Source: an optimization exercise on an open RTL-to-GDS flow (aim: small area, a short achievable clock period and few clock cycles per item). Production flows keep margins and buffers that such runs may drop.
Where RTL was checked, it was by simulation tests only, not by an equivalence proof against the original.

==> flow/design.v (excerpt) <==
module aes_key_expand #(
  parameter int KEY_BITS = 256
) (
  input  logic                clk,
  input  logic                rst,
  input  logic                start,
  input  logic [KEY_BITS-1:0] key_in,
  output logic                busy,
  output logic [127:0]        rk_out,
  output logic [3:0]          rk_idx,
  output logic                rk_valid,
  input  logic                rk_ready,
  output logic                done
);
  logic [255:0] st;      
  logic [3:0]   idx;     
  logic         act;     
  logic [31:0]  sw, p0, p1, p2, p3, rc;
  logic [127:0] nw;
  logic [7:0]   rcon;
  logic         adv;
  for (genvar b = 0; b < 4; b++) begin : g_sbox
    aes_ks_sbox u_sbox (.x(st[224+8*b +: 8]), .y(sw[8*b +: 8]));
  end
  aes_ks_mix u_mix (.sw(sw), .rot(!idx[0]), .p({p3, p2, p1, p0}), .nw(nw));
  assign busy     = act;
  assign rk_valid = act;
  assign rk_out   = st[127:0];
  assign rk_idx   = idx;
  always_comb begin
    rcon = 8'h01 << idx[3:1];
    rc = idx[0] ? 32'h0 : {24'h0, rcon};
    p0 = st[31:0] ^ rc;
    p1 = p0 ^ st[63:32];
    p2 = p1 ^ st[95:64];
    p3 = p2 ^ st[127:96];
    adv = rk_ready;
  end
  always_ff @(posedge clk) begin
    if (!act) st <= key_in;
    else if (adv) st <= {nw, st[255:128]};
  end
  always_ff @(posedge clk or posedge rst) begin
    if (rst) begin
      act <= 1'b0;
      idx <= 4'd0;
      done <= 1'b0;
    end else begin
      done <= 1'b0;
      if (!act) begin
        idx <= 4'd0;
        if (start) act <= 1'b1;
      end else if (adv) begin
        idx <= idx + 4'd1;
        if (idx == 4'd14) begin
          act <= 1'b0;
          done <= 1'b1;
        end
      end
    end
  end
endmodule
clock: 22.0 ns
lec_check: 0
cap_margin: 20
core_margin: 2
core_utilization: 40
slew_margin: 20
synth_hierarchical: 1
synth_minimum_keep_size: 0
standard.sh (not shown) runs the stock make flow with config.mk's settings and CLKGATE_MAP_FILE= SYNTH_SCRIPT=/design/flow/synth_recipe.tcl, a recipe that flattens the netlist after the stock synthesis.
==> flow/flow/run.sh <==
#!/bin/bash
# Standard ORFS layout, with two changes:
#  - ports are buffered with the small sky130_fd_sc_hd__buf_1 instead of the default pick;
#  - timing repair aims for a slack margin that leaves TARGET_NS of the clock period (flow/target.txt),
#    so the layout is sized for a shorter period than the constraint asks.
set -euo pipefail
here=$(pwd)
target=$(cat flow/target.txt)
extra=()
if [[ "$target" != "none" ]]; then
  margin=$(python3 -c "print(round($FLOW_PERIOD_NS - $target, 3))")
  extra+=("SETUP_SLACK_MARGIN=$margin")
fi
bash standard.sh synth > "$here/synth.log" 2>&1
bash standard.sh "BUFFER_PORTS_ARGS=-buffer_cell sky130_fd_sc_hd__buf_1" "${extra[@]}" finish > "$here/layout.log" 2>&1
==> flow/flow/target.txt <==
none
Change:
==> flow/flow/target.txt (replaced) <==
5.5
Result: Sequential share of layout area fell by 3.8 points. Register-to-register slack improves by 820 ps. Utilization rose by 5.8 points. Hold slack improves by 5.3 ps. Setup slack improves by 1200 ps. Wire length rose by 8.4%. Fmax rose by 21%. Die area is unchanged. Final area rose by 13%.
Function was not checked in any run of this note: the RTL went through the layout flow alone.

* * *

aes_key_expand, a different RTL version from the one above (not shown whole).
Size in the first run: ~2100 cells after synthesis, about 260 flip-flops, ~400 I/O pins.
Settings: LEC_CHECK=0, CAP_MARGIN=20, CORE_MARGIN=2, CORE_UTILIZATION=60, SLEW_MARGIN=20, SYNTH_HIERARCHICAL=1, SYNTH_MINIMUM_KEEP_SIZE=0; clock period 22.0 ns.
==> flow/flow/run.sh <==
#!/bin/bash
# Standard ORFS layout (the standard.sh), with these changes:
#  - synthesis is the standard flow's own script, but ABC maps with flow/abc.script (area-oriented);
#  - ports are buffered with the small sky130_fd_sc_hd__buf_1 instead of the default pick;
#  - clock tree synthesis clusters up to 24 sinks per leaf buffer and inserts no dummy loads;
#  - timing repair aims for a slack margin that leaves TARGET_NS (flow/target.txt) of the
#    clock period, so the layout is sized for a shorter period than the constraint asks.
# Each step's full log is in orfs/logs/; the make output is in synth.log and layout.log here.
set -euo pipefail
here=$(pwd)
export FLOW_WORK=$here
export MY_ABC_SCRIPT=$here/flow/abc.script
target=$(cat flow/target.txt)
extra=()
if [[ "$target" != "none" ]]; then
  margin=$(python3 -c "print(round($FLOW_PERIOD_NS - $target, 3))")
  extra+=("SETUP_SLACK_MARGIN=$margin")
fi
bash standard.sh "SYNTH_SCRIPT=$here/flow/my_synth.tcl" synth > "$here/synth.log" 2>&1
bash standard.sh "CTS_ARGS=-sink_clustering_enable -repair_clock_nets -dont_use_dummy_load -sink_clustering_size 24 -sink_clustering_max_diameter 80" "BUFFER_PORTS_ARGS=-buffer_cell sky130_fd_sc_hd__buf_1" "${extra[@]}" finish > "$here/layout.log" 2>&1
==> flow/flow/abc.script <==
strash
map -a
==> flow/flow/my_synth.tcl <==
# The standard synthesis script (synth_recipe.tcl, in the work folder), with one change:
# every ABC mapping call uses the script named by MY_ABC_SCRIPT instead of ORFS's.
proc abc {args} {
  set i [lsearch -exact $args -script]
  if {$i >= 0} { lset args [expr {$i + 1}] $::env(MY_ABC_SCRIPT) }
  yosys abc {*}$args
}
source $::env(FLOW_WORK)/synth_recipe.tcl
==> flow/flow/target.txt <==
5.55
The starting point passed the timing, design-rule and antenna checks.
Testbench counts at the start, summed over its fixed seeds: cycles 3,072, round keys 2,880.
Next try:
==> flow/flow/target.txt (replaced) <==
none
Effect: Global-route usage drops by 0.40 points; worst setup slack loses 1200 ps; non-clock buffer count drops by 18; worst hold slack gains 3.2 ps; via count drops by 1.1%; die area stays the same.
Next try:
==> flow/flow/target.txt (replaced) <==
5.7
=> Core utilization grows by 1.5 points. Routed wire length goes up by 1.3%. Cell area grows by 2.3%. Worst setup slack gets better by 1100 ps. Fmax increases by 19%. Flip-flop and latch count does not change. Clock skew rises by 9.1 ps. Area after synthesis does not change. Die area stays the same. Non-clock buffer count came out higher by 2.
Next try:
--- a/flow/flow/run.sh
+++ b/flow/flow/run.sh
@@ -3 +3,2 @@
-#  - synthesis is the standard flow's own script, but ABC maps with flow/abc.script (area-oriented);
+#  - synthesis is the standard flow's own script, but ABC maps with flow/abc.script (area-oriented),
+#    and the per-bit select module with flow/abc_sel.script (amap, which finds a222oi);
@@ -12,0 +14 @@
+export MY_ABC_SCRIPT_SEL=$here/flow/abc_sel.script
==> flow/flow/abc_sel.script (new file) <==
strash
amap
==> flow/flow/my_synth.tcl (replaced) <==
# The standard synthesis script (synth_recipe.tcl, in the work folder), with one change:
# ABC maps the per-bit select module aes_ks_sel with MY_ABC_SCRIPT_SEL and every other module
# with MY_ABC_SCRIPT, instead of ORFS's script.
proc abc {args} {
  set i [lsearch -exact $args -script]
  if {$i < 0} { yosys abc {*}$args; return }
  set a1 $args; lset a1 [expr {$i + 1}] $::env(MY_ABC_SCRIPT)
  set a2 $args; lset a2 [expr {$i + 1}] $::env(MY_ABC_SCRIPT_SEL)
  yosys abc {*}$a2 aes_ks_sel
  yosys abc {*}$a1 * aes_ks_sel %d
}
source $::env(FLOW_WORK)/synth_recipe.tcl
=>
- core utilization went up by 2.1 points
- via count fell by a few percent
- final area is higher slightly
- first-iteration DRC count grows by well over a third
- flip-flop and latch count does not change
Next try:
--- a/flow/flow/run.sh
+++ b/flow/flow/run.sh
@@ -3,2 +3 @@
-#  - synthesis is the standard flow's own script, but ABC maps with flow/abc.script (area-oriented),
-#    and the per-bit select module with flow/abc_sel.script (amap, which finds a222oi);
+#  - synthesis is the standard flow's own script, but ABC maps with flow/abc.script (area-oriented);
@@ -14 +12,0 @@
-export MY_ABC_SCRIPT_SEL=$here/flow/abc_sel.script
==> flow/flow/abc.script (replaced) <==
strash
dc2
dch -f
map -a
==> flow/flow/my_synth.tcl (replaced) <==
# The standard synthesis script (synth_recipe.tcl, in the work folder), with one change:
# every ABC mapping call uses the script named by MY_ABC_SCRIPT instead of ORFS's.
proc abc {args} {
  set i [lsearch -exact $args -script]
  if {$i >= 0} { lset args [expr {$i + 1}] $::env(MY_ABC_SCRIPT) }
  yosys abc {*}$args
}
source $::env(FLOW_WORK)/synth_recipe.tcl
removed: flow/flow/abc_sel.script
Result: The changed run finished with timing, DRC and antenna clean. Register-to-register slack stays flat. Setup slack improves by 36 ps. Routed wire length stays flat.
Next try:
==> flow/flow/abc.script (replaced) <==
strash
map -a
CAP_MARGIN = 0   (was 20)
SLEW_MARGIN = 0   (was 20)
Result:
- design area went down slightly
- via count decreases by a few percent

## what the ideal ports hide
Ports are ideal in the flow. The routed layouts listed here were re-timed in OpenROAD. Step 1: set_driving_cell puts a clkbuf_16 on clk and a buf_2 on each other input, an assumption about the parent block. Step 2 moves the port delays by t, midway between the first and last clock arrival at a register: inputs arrive t later, outputs are due t later. That takes back most of the time a late clock gives input paths. Three values: no drivers, after step 1, after step 2; two values: the first two.
run	t (ns)	setup WS [ns]	worst hold slack (ns)	worst setup path at the end
the first run of note 1	0.617	15.028 / 14.971 / 14.670	0.538 / 0.538 / 0.538	input to register
the second run of note 1	0.627	16.235 / 16.178 / 15.946	0.543 / 0.543 / 0.543	input to register
the first run of note 2	0.528	16.503 / 16.449 / 16.074	0.441 / 0.441 / 0.441	input to register
the second run of note 2	0.542	15.323 / 15.354 / 14.812	0.445 / 0.445 / 0.445	input to register
the third run of note 2	0.528	16.389 / 16.334 / 15.930	0.443 / 0.443 / 0.443	input to register
the fourth run of note 2	0.538	16.376 / 16.327 / 15.922	0.468 / 0.468 / 0.468	input to register
the fifth run of note 2	0.545	16.412 / 16.389 / 15.895	0.423 / 0.423 / 0.423	input to register
the sixth run of note 2	0.528	16.389 / 16.334 / 15.930	0.443 / 0.443 / 0.443	input to register
After both steps setup and hold are still met in every run listed. The setup slack of the fifth run of note 2, which loses most, moves by -0.023 ns with the drivers and by -0.517 ns with both steps.
